What follows belongs to an exercise in optimizing a design on an open flow for small area; a production flow would make more cautious choices.
In this exercise RTL edits were held to simulation tests only and were not proved equivalent to the original.
Power figures rest on the tool's default switching activity, not on a simulated workload.

## T
==> flow/design.v (excerpt) <==
module scan_top
#(
    parameter int LINE_CLKS    = 64,
    parameter int PIX_PER_LINE = 16,
    parameter int FIFO_DEPTH   = 16,
    parameter int AFULL_LEVEL  = 12
)
(
    input  logic                                w_clk_1,
    input  logic                                w_adc_rst,
    input  cis_pkg::adc_sample_t                dc,
    input  cis_pkg::line_mode_t                 mode,
    input  cis_pkg::pix_src_t                   src_sel,
    input  logic [cis_pkg::on_cnt_w-1:0]        r_on_cnt,
    input  logic [cis_pkg::on_cnt_w-1:0]        g_on_cnt,
    input  logic [cis_pkg::on_cnt_w-1:0]        b_on_cnt,
    output logic [2:0]                          lrgb,
    output logic                                si,
    input  logic                                dma_on,
    input  mem_pkg::mem_addr_t                  start_adr,
    input  mem_pkg::mem_addr_t                  buf_size,
    output mem_pkg::mem_addr_t                  mem_address,
    output logic [31:0]                         mem_writedata,
    output logic                                mem_write,
    input  logic                                mem_waitrequest,
    output logic [mem_pkg::done_cnt_w-1:0]      done_cnt,
    output logic                                fifo_afull,
    output logic                                fifo_ovr
);
==> module scan_top, before the edit <==
module scan_top
#(
    parameter int LINE_CLKS    = 64,
    parameter int PIX_PER_LINE = 16,
    parameter int FIFO_DEPTH   = 16,
    parameter int AFULL_LEVEL  = 12
)
(
    input  logic                                w_clk_1,
    input  logic                                w_adc_rst,
    input  cis_pkg::adc_sample_t                dc,
    input  cis_pkg::line_mode_t                 mode,
    input  cis_pkg::pix_src_t                   src_sel,
    input  logic [cis_pkg::on_cnt_w-1:0]        r_on_cnt,
    input  logic [cis_pkg::on_cnt_w-1:0]        g_on_cnt,
    input  logic [cis_pkg::on_cnt_w-1:0]        b_on_cnt,
    output logic [2:0]                          lrgb,
    output logic                                si,
    input  logic                                dma_on,
    input  mem_pkg::mem_addr_t                  start_adr,
    input  mem_pkg::mem_addr_t                  buf_size,
    output mem_pkg::mem_addr_t                  mem_address,
    output logic [31:0]                         mem_writedata,
    output logic                                mem_write,
    input  logic                                mem_waitrequest,
    output logic [mem_pkg::done_cnt_w-1:0]      done_cnt,
    output logic                                fifo_afull,
    output logic                                fifo_ovr
);
logic [5:0]     p;
logic           line_on;
logic [1:0]     color;
logic [1:0]     color_nxt;
logic [15:0]    on_nxt;
logic [15:0]    led_left;
logic           led_on;
logic           line_end;
logic           line_start;
logic           mode_off;
assign mode_off   = (mode == 2'd0);
assign line_end   = (p == 6'd62);
assign line_start = line_end && !mode_off;
always_comb
begin
    if (mode == 2'd2)
        color_nxt = (color == 2'd0) ? 2'd1 : (color == 2'd1) ? 2'd2 : 2'd0;
    else
        color_nxt = 2'd0;
    case (color_nxt)
        2'd1:    on_nxt = g_on_cnt;
        2'd2:    on_nxt = b_on_cnt;
        default: on_nxt = r_on_cnt;
    endcase
end
assign led_on = (led_left != '0);
logic [15:0]    led_dec;
logic           ld_r, ld_g, ld_b, led_keep;
always_comb
begin
    logic z;
    z = 1'b1;                                
    for (int i = 0; i < 16; i++)
    begin
        led_dec[i] = led_left[i] ^ z;
        z = z & !led_left[i];
    end
end
assign ld_r     = !w_adc_rst && line_start && (color_nxt == 2'd0);
assign ld_g     = !w_adc_rst && line_start && (color_nxt == 2'd1);
assign ld_b     = !w_adc_rst && line_start && (color_nxt == 2'd2);
assign led_keep = !w_adc_rst && !line_start && !mode_off && led_on;
always_ff @(posedge w_clk_1)
    led_left <= ({16{ld_r}} & r_on_cnt) | ({16{ld_g}} & g_on_cnt) |
                ({16{ld_b}} & b_on_cnt) | ({16{led_keep}} & led_dec);
always_ff @(posedge w_clk_1)
begin
    if (w_adc_rst)
    begin
        p        <= 6'h3F;
        line_on  <= 1'b0;
        color    <= 2'd2;
    end
    else
    begin
        p <= p + 1'b1;
        if (line_end)
            line_on <= !mode_off;
        if (line_start)
            color <= color_nxt;
    end
end
assign si   = line_on && (p == 6'h3F);
assign lrgb = led_on ? ~(3'b001 << color) : 3'b111;
logic [11:0]    adc_q;
logic [11:0]    src_val;
logic [11:0]    first_q;             
logic [5:0]     line_tag;
logic           samp_act;
logic           form;                
logic           pix_dv;              
assign samp_act = line_on && (p[5:4] == 2'd0);
assign form     = samp_act && p[0];
assign pix_dv   = line_on && !p[0] && ((p[5:4] == 2'd0) ? (p[3:1] != 3'd0) : (p == 6'd16));
always_comb
begin
    case (src_sel)
        2'd1:    src_val = {8'd0, p[3:0]};
        2'd2:    src_val = 12'hA5A;
        default: src_val = adc_q;
    endcase
end
always_ff @(posedge w_clk_1)
begin
    adc_q   <= dc;
    first_q <= src_val;
end
always_ff @(posedge w_clk_1)
begin
    if (w_adc_rst)
    begin
        line_tag <= 6'h3F;
    end
    else
    begin
        if (line_start)
            line_tag <= line_tag + 1'b1;
    end
end
logic [31:0]    stage [0:15];
logic [4:0]     count;
logic           full;
logic           empty;
logic           pop;
logic           shift_in;
logic           wr_ok;
logic [3:0]     head;                
logic           pend;                
logic [31:0]    head_word;
assign full     = count[4];
assign empty    = (count == 5'd0);
assign shift_in = form && (!full || pop);
assign wr_ok    = pend;               
assign head     = pend ? count[3:0] : count[3:0] - 1'b1;
logic [15:0]    head_oh;
logic [31:0]    part [0:5];
always_comb
begin
    head_oh = '0;
    head_oh[head] = 1'b1;
    for (int g = 0; g < 6; g++)
    begin
        part[g] = '0;
        for (int i = 0; i < 3; i++)
            if (3*g+i < 16)
                part[g] = part[g] | ({32{head_oh[3*g+i]}} & stage[3*g+i]);
    end
    head_word = part[0] | part[1] | part[2] | part[3] | part[4] | part[5];
end
always_ff @(posedge w_clk_1)
begin
    if (shift_in)
    begin
        stage[0] <= {color, line_tag, first_q, src_val};
        for (int i = 1; i < 16; i++)
            stage[i] <= stage[i-1];
    end
end
always_ff @(posedge w_clk_1)
begin
    if (w_adc_rst)
    begin
        count    <= '0;
        fifo_ovr <= 1'b0;
        pend     <= 1'b0;
    end
    else
    begin
        count <= count + {4'd0, wr_ok} - {4'd0, pop};
        pend  <= shift_in;
        if (pix_dv && full)
            fifo_ovr <= 1'b1;
    end
end
assign fifo_afull = (count >= 5'd12);
localparam logic [1:0] WR_IDLE = 2'd0, WR_POP = 2'd1, WR_WRITE = 2'd2;
logic [1:0]     state;
logic [27:0]    beat_n;
logic [27:0]    beat_n_inc;
logic [27:0]    adr_inc;
logic [15:0]    done_inc;
logic           adr_load;
logic           idle;
logic           beat_done;
logic           buf_end;
assign idle      = (state == WR_IDLE);
assign pop       = (state == WR_POP);
assign mem_write = (state == WR_WRITE);
assign beat_done = mem_write && !mem_waitrequest;
assign buf_end   = beat_done && (beat_n == buf_size);
always_comb
begin
    logic t;
    t = 1'b1;
    for (int i = 0; i < 28; i++)
    begin
        beat_n_inc[i] = beat_n[i] ^ (beat_done & t);
        t = t & beat_n[i];
    end
    adr_inc[1:0] = 2'b00;                
    t = 1'b1;
    for (int i = 2; i < 28; i++)
    begin
        adr_inc[i] = mem_address[i] ^ (beat_done & t);
        t = t & mem_address[i];
    end
end
assign done_inc = done_cnt + {15'd0, buf_end};
assign adr_load = idle && (beat_n == 28'd1);
always_ff @(posedge w_clk_1)
begin
    if (w_adc_rst)
    begin
        state    <= WR_IDLE;
        beat_n   <= 28'd1;
        done_cnt <= '0;
    end
    else
    begin
        case (state)
            WR_IDLE:  if (dma_on && !empty) state <= WR_POP;
            WR_POP:   state <= WR_WRITE;
            WR_WRITE: if (beat_done) state <= WR_IDLE;
            default:  state <= WR_IDLE;
        endcase
        beat_n   <= buf_end ? 28'd1 : beat_n_inc;
        done_cnt <= done_inc;
    end
end
always_ff @(posedge w_clk_1)
begin
    mem_address[27:2] <= ({26{adr_load}} & start_adr[27:2]) | ({26{!adr_load}} & adr_inc[27:2]);
    if (adr_load)
        mem_address[1:0] <= start_adr[1:0];
    if (pop)
        mem_writedata <= head_word;
end
endmodule
export LEC_CHECK = 0
export CAP_MARGIN = 20
export CORE_MARGIN = 2
export CORE_UTILIZATION = 65
export SLEW_MARGIN = 20
create_clock -name core_clock -period 5.0 [get_ports {w_clk_1}]
standard.sh (not shown) runs the stock make flow with config.mk's settings and CLKGATE_MAP_FILE= SYNTH_SCRIPT=/design/flow/synth_recipe.tcl, a recipe that flattens the netlist after the stock synthesis.
==> flow/flow/run.sh <==
#!/bin/bash
# Standard ORFS layout (standard.sh) with three changes:
#  - ABC maps for area: a copy of ORFS's scripts folder whose abc_speed.script
#    is replaced by flow/abc_area_map.script (registers are untouched by ABC);
#  - port buffers are buf_1 instead of the default clkdlybuf4s50_1;
#  - the clock tree uses clkbuf_8 clusters of up to 18 sinks and no dummy loads.
set -euo pipefail
cd "$(dirname "$0")/.."
rm -rf scripts_area
cp -r "$FLOW_HOME/scripts" scripts_area
cp flow/abc_area_map.script scripts_area/abc_speed.script
export BUFFER_PORTS_ARGS="-buffer_cell sky130_fd_sc_hd__buf_1"
export CTS_ARGS="-sink_clustering_enable -repair_clock_nets -dont_use_dummy_load -buf_list {sky130_fd_sc_hd__clkbuf_8} -sink_clustering_size 18 -sink_clustering_max_diameter 70"
bash standard.sh SCRIPTS_DIR="$PWD/scripts_area" finish > layout.log 2>&1
==> flow/flow/abc_area_map.script <==
strash
&get -n
&st
&dch -f
&nf -R 1000
&put
What Q does differently from T at the input level:
==> flow/design.v, changed modules only <==
module scan_top
#(
    parameter int LINE_CLKS    = 64,
    parameter int PIX_PER_LINE = 16,
    parameter int FIFO_DEPTH   = 16,
    parameter int AFULL_LEVEL  = 12
)
(
    input  logic                                w_clk_1,
    input  logic                                w_adc_rst,
    input  cis_pkg::adc_sample_t                dc,
    input  cis_pkg::line_mode_t                 mode,
    input  cis_pkg::pix_src_t                   src_sel,
    input  logic [cis_pkg::on_cnt_w-1:0]        r_on_cnt,
    input  logic [cis_pkg::on_cnt_w-1:0]        g_on_cnt,
    input  logic [cis_pkg::on_cnt_w-1:0]        b_on_cnt,
    output logic [2:0]                          lrgb,
    output logic                                si,
    input  logic                                dma_on,
    input  mem_pkg::mem_addr_t                  start_adr,
    input  mem_pkg::mem_addr_t                  buf_size,
    output mem_pkg::mem_addr_t                  mem_address,
    output logic [31:0]                         mem_writedata,
    output logic                                mem_write,
    input  logic                                mem_waitrequest,
    output logic [mem_pkg::done_cnt_w-1:0]      done_cnt,
    output logic                                fifo_afull,
    output logic                                fifo_ovr
);
logic [5:0]     p;
logic           line_on;
logic [1:0]     color;
logic [1:0]     color_nxt;
logic [15:0]    on_nxt;
logic [15:0]    led_left;
logic           led_on;
logic           line_end;
logic           line_start;
logic           mode_off;
assign mode_off   = (mode == 2'd0);
assign line_end   = (p == 6'd62);
assign line_start = line_end && !mode_off;
always_comb
begin
    if (mode == 2'd2)
        color_nxt = (color == 2'd0) ? 2'd1 : (color == 2'd1) ? 2'd2 : 2'd0;
    else
        color_nxt = 2'd0;
    case (color_nxt)
        2'd1:    on_nxt = g_on_cnt;
        2'd2:    on_nxt = b_on_cnt;
        default: on_nxt = r_on_cnt;
    endcase
end
assign led_on = (led_left != '0);
always_ff @(posedge w_clk_1)
begin
    if (w_adc_rst)
    begin
        p        <= 6'h3F;
        line_on  <= 1'b0;
        color    <= 2'd2;
        led_left <= '0;
    end
    else
    begin
        p <= p + 1'b1;
        if (line_end)
            line_on <= !mode_off;
        if (line_start)
            color <= color_nxt;
        if (line_start)
            led_left <= on_nxt;
        else if (mode_off)
            led_left <= '0;
        else
            led_left <= led_left - {15'd0, led_on};
    end
end
assign si   = line_on && (p == 6'h3F);
assign lrgb = led_on ? ~(3'b001 << color) : 3'b111;
logic [11:0]    adc_q;
logic [11:0]    src_val;
logic [11:0]    first_q;             
logic [5:0]     line_tag;
logic           samp_act;
logic           form;                
logic           pix_dv;              
assign samp_act = line_on && (p[5:4] == 2'd0);
assign form     = samp_act && p[0];
assign pix_dv   = line_on && !p[0] && ((p[5:4] == 2'd0) ? (p[3:1] != 3'd0) : (p == 6'd16));
always_comb
begin
    case (src_sel)
        2'd1:    src_val = {8'd0, p[3:0]};
        2'd2:    src_val = 12'hA5A;
        default: src_val = adc_q;
    endcase
end
always_ff @(posedge w_clk_1)
begin
    adc_q   <= dc;
    first_q <= src_val;
end
always_ff @(posedge w_clk_1)
begin
    if (w_adc_rst)
    begin
        line_tag <= 6'h3F;
    end
    else
    begin
        if (line_start)
            line_tag <= line_tag + 1'b1;
    end
end
logic [31:0]    stage [0:15];
logic [4:0]     count;
logic           full;
logic           empty;
logic           pop;
logic           shift_in;
logic           wr_ok;
logic [3:0]     head;                
logic           pend;                
logic [31:0]    head_word;
assign full     = count[4];
assign empty    = (count == 5'd0);
assign shift_in = form && (!full || pop);
assign wr_ok    = pend;               
assign head     = pend ? count[3:0] : count[3:0] - 1'b1;
logic [15:0]    head_oh;
logic [31:0]    part [0:5];
always_comb
begin
    head_oh = '0;
    head_oh[head] = 1'b1;
    for (int g = 0; g < 6; g++)
    begin
        part[g] = '0;
        for (int i = 0; i < 3; i++)
            if (3*g+i < 16)
                part[g] = part[g] | ({32{head_oh[3*g+i]}} & stage[3*g+i]);
    end
    head_word = part[0] | part[1] | part[2] | part[3] | part[4] | part[5];
end
always_ff @(posedge w_clk_1)
begin
    if (shift_in)
    begin
        stage[0] <= {color, line_tag, first_q, src_val};
        for (int i = 1; i < 16; i++)
            stage[i] <= stage[i-1];
    end
end
always_ff @(posedge w_clk_1)
begin
    if (w_adc_rst)
    begin
        count    <= '0;
        fifo_ovr <= 1'b0;
        pend     <= 1'b0;
    end
    else
    begin
        count <= count + {4'd0, wr_ok} - {4'd0, pop};
        pend  <= shift_in;
        if (pix_dv && full)
            fifo_ovr <= 1'b1;
    end
end
assign fifo_afull = (count >= 5'd12);
localparam logic [1:0] WR_IDLE = 2'd0, WR_POP = 2'd1, WR_WRITE = 2'd2;
logic [1:0]     state;
logic [27:0]    beat_n;
logic [27:0]    beat_n_inc;
logic [27:0]    adr_inc;
logic [15:0]    done_inc;
logic           idle;
logic           beat_done;
logic           buf_end;
assign idle      = (state == WR_IDLE);
assign pop       = (state == WR_POP);
assign mem_write = (state == WR_WRITE);
assign beat_done = mem_write && !mem_waitrequest;
assign buf_end   = beat_done && (beat_n == buf_size);
assign beat_n_inc = beat_n + {27'd0, beat_done};
assign adr_inc = mem_address + {25'd0, beat_done, 2'b0};
assign done_inc = done_cnt + {15'd0, buf_end};
always_ff @(posedge w_clk_1)
begin
    if (w_adc_rst)
    begin
        state    <= WR_IDLE;
        beat_n   <= 28'd1;
        done_cnt <= '0;
    end
    else
    begin
        case (state)
            WR_IDLE:  if (dma_on && !empty) state <= WR_POP;
            WR_POP:   state <= WR_WRITE;
            WR_WRITE: if (beat_done) state <= WR_IDLE;
            default:  state <= WR_IDLE;
        endcase
        beat_n   <= buf_end ? 28'd1 : beat_n_inc;
        done_cnt <= done_inc;
    end
end
always_ff @(posedge w_clk_1)
begin
    if (idle && (beat_n == 28'd1))
        mem_address <= start_adr;
    else
        mem_address <= adr_inc;
    if (pop)
        mem_writedata <= head_word;
end
endmodule
### Flow results
- Compared with T, Q is hungrier on power.
- [Q vs T] internal power contribution: higher in Q
- Looking at synthesized cell count, Q sits 85 above T.
- Detailed route, Q vs T: via total higher for Q
- Q gives more total leakage power than T did.
- Number of distinct library cells after synthesis, T and Q: lower on Q

## re-timing with driven ports
No port has a modelled driver above. Below, the same layouts with a new extraction and two added sets of constraints. Step 1 (the two cells are an assumption about what drives the block):
set clk [get_ports {w_clk_1}]
set_driving_cell -lib_cell sky130_fd_sc_hd__clkbuf_16 $clk
set_driving_cell -lib_cell sky130_fd_sc_hd__buf_2 [delete_from_list [all_inputs] $clk]
Step 2, shift: input delay + t, output delay - t, t = (earliest + latest rising clock arrival at the registers) / 2. This alone moves slack from input paths to output paths. Slacks: no drivers / after step 1 / after step 2; pairs: no drivers / after step 1.
| run | t, ns | setup slack, ns | slew at the worst register clock pin (ns) | worst slew at a driven data input, ns |
|---|---|---|---|---|
| T | 0.647 | 0.698 / 0.698 / 0.197 | 0.11 / 0.11 | 0.06 |
| Q | 0.670 | 1.014 / 1.014 / 0.569 | 0.11 / 0.11 | 0.06 |
After both steps every run listed still meets setup and hold. The setup slack of T, which loses most, moves by 0.000 ns with the drivers and by -0.501 ns with both steps.
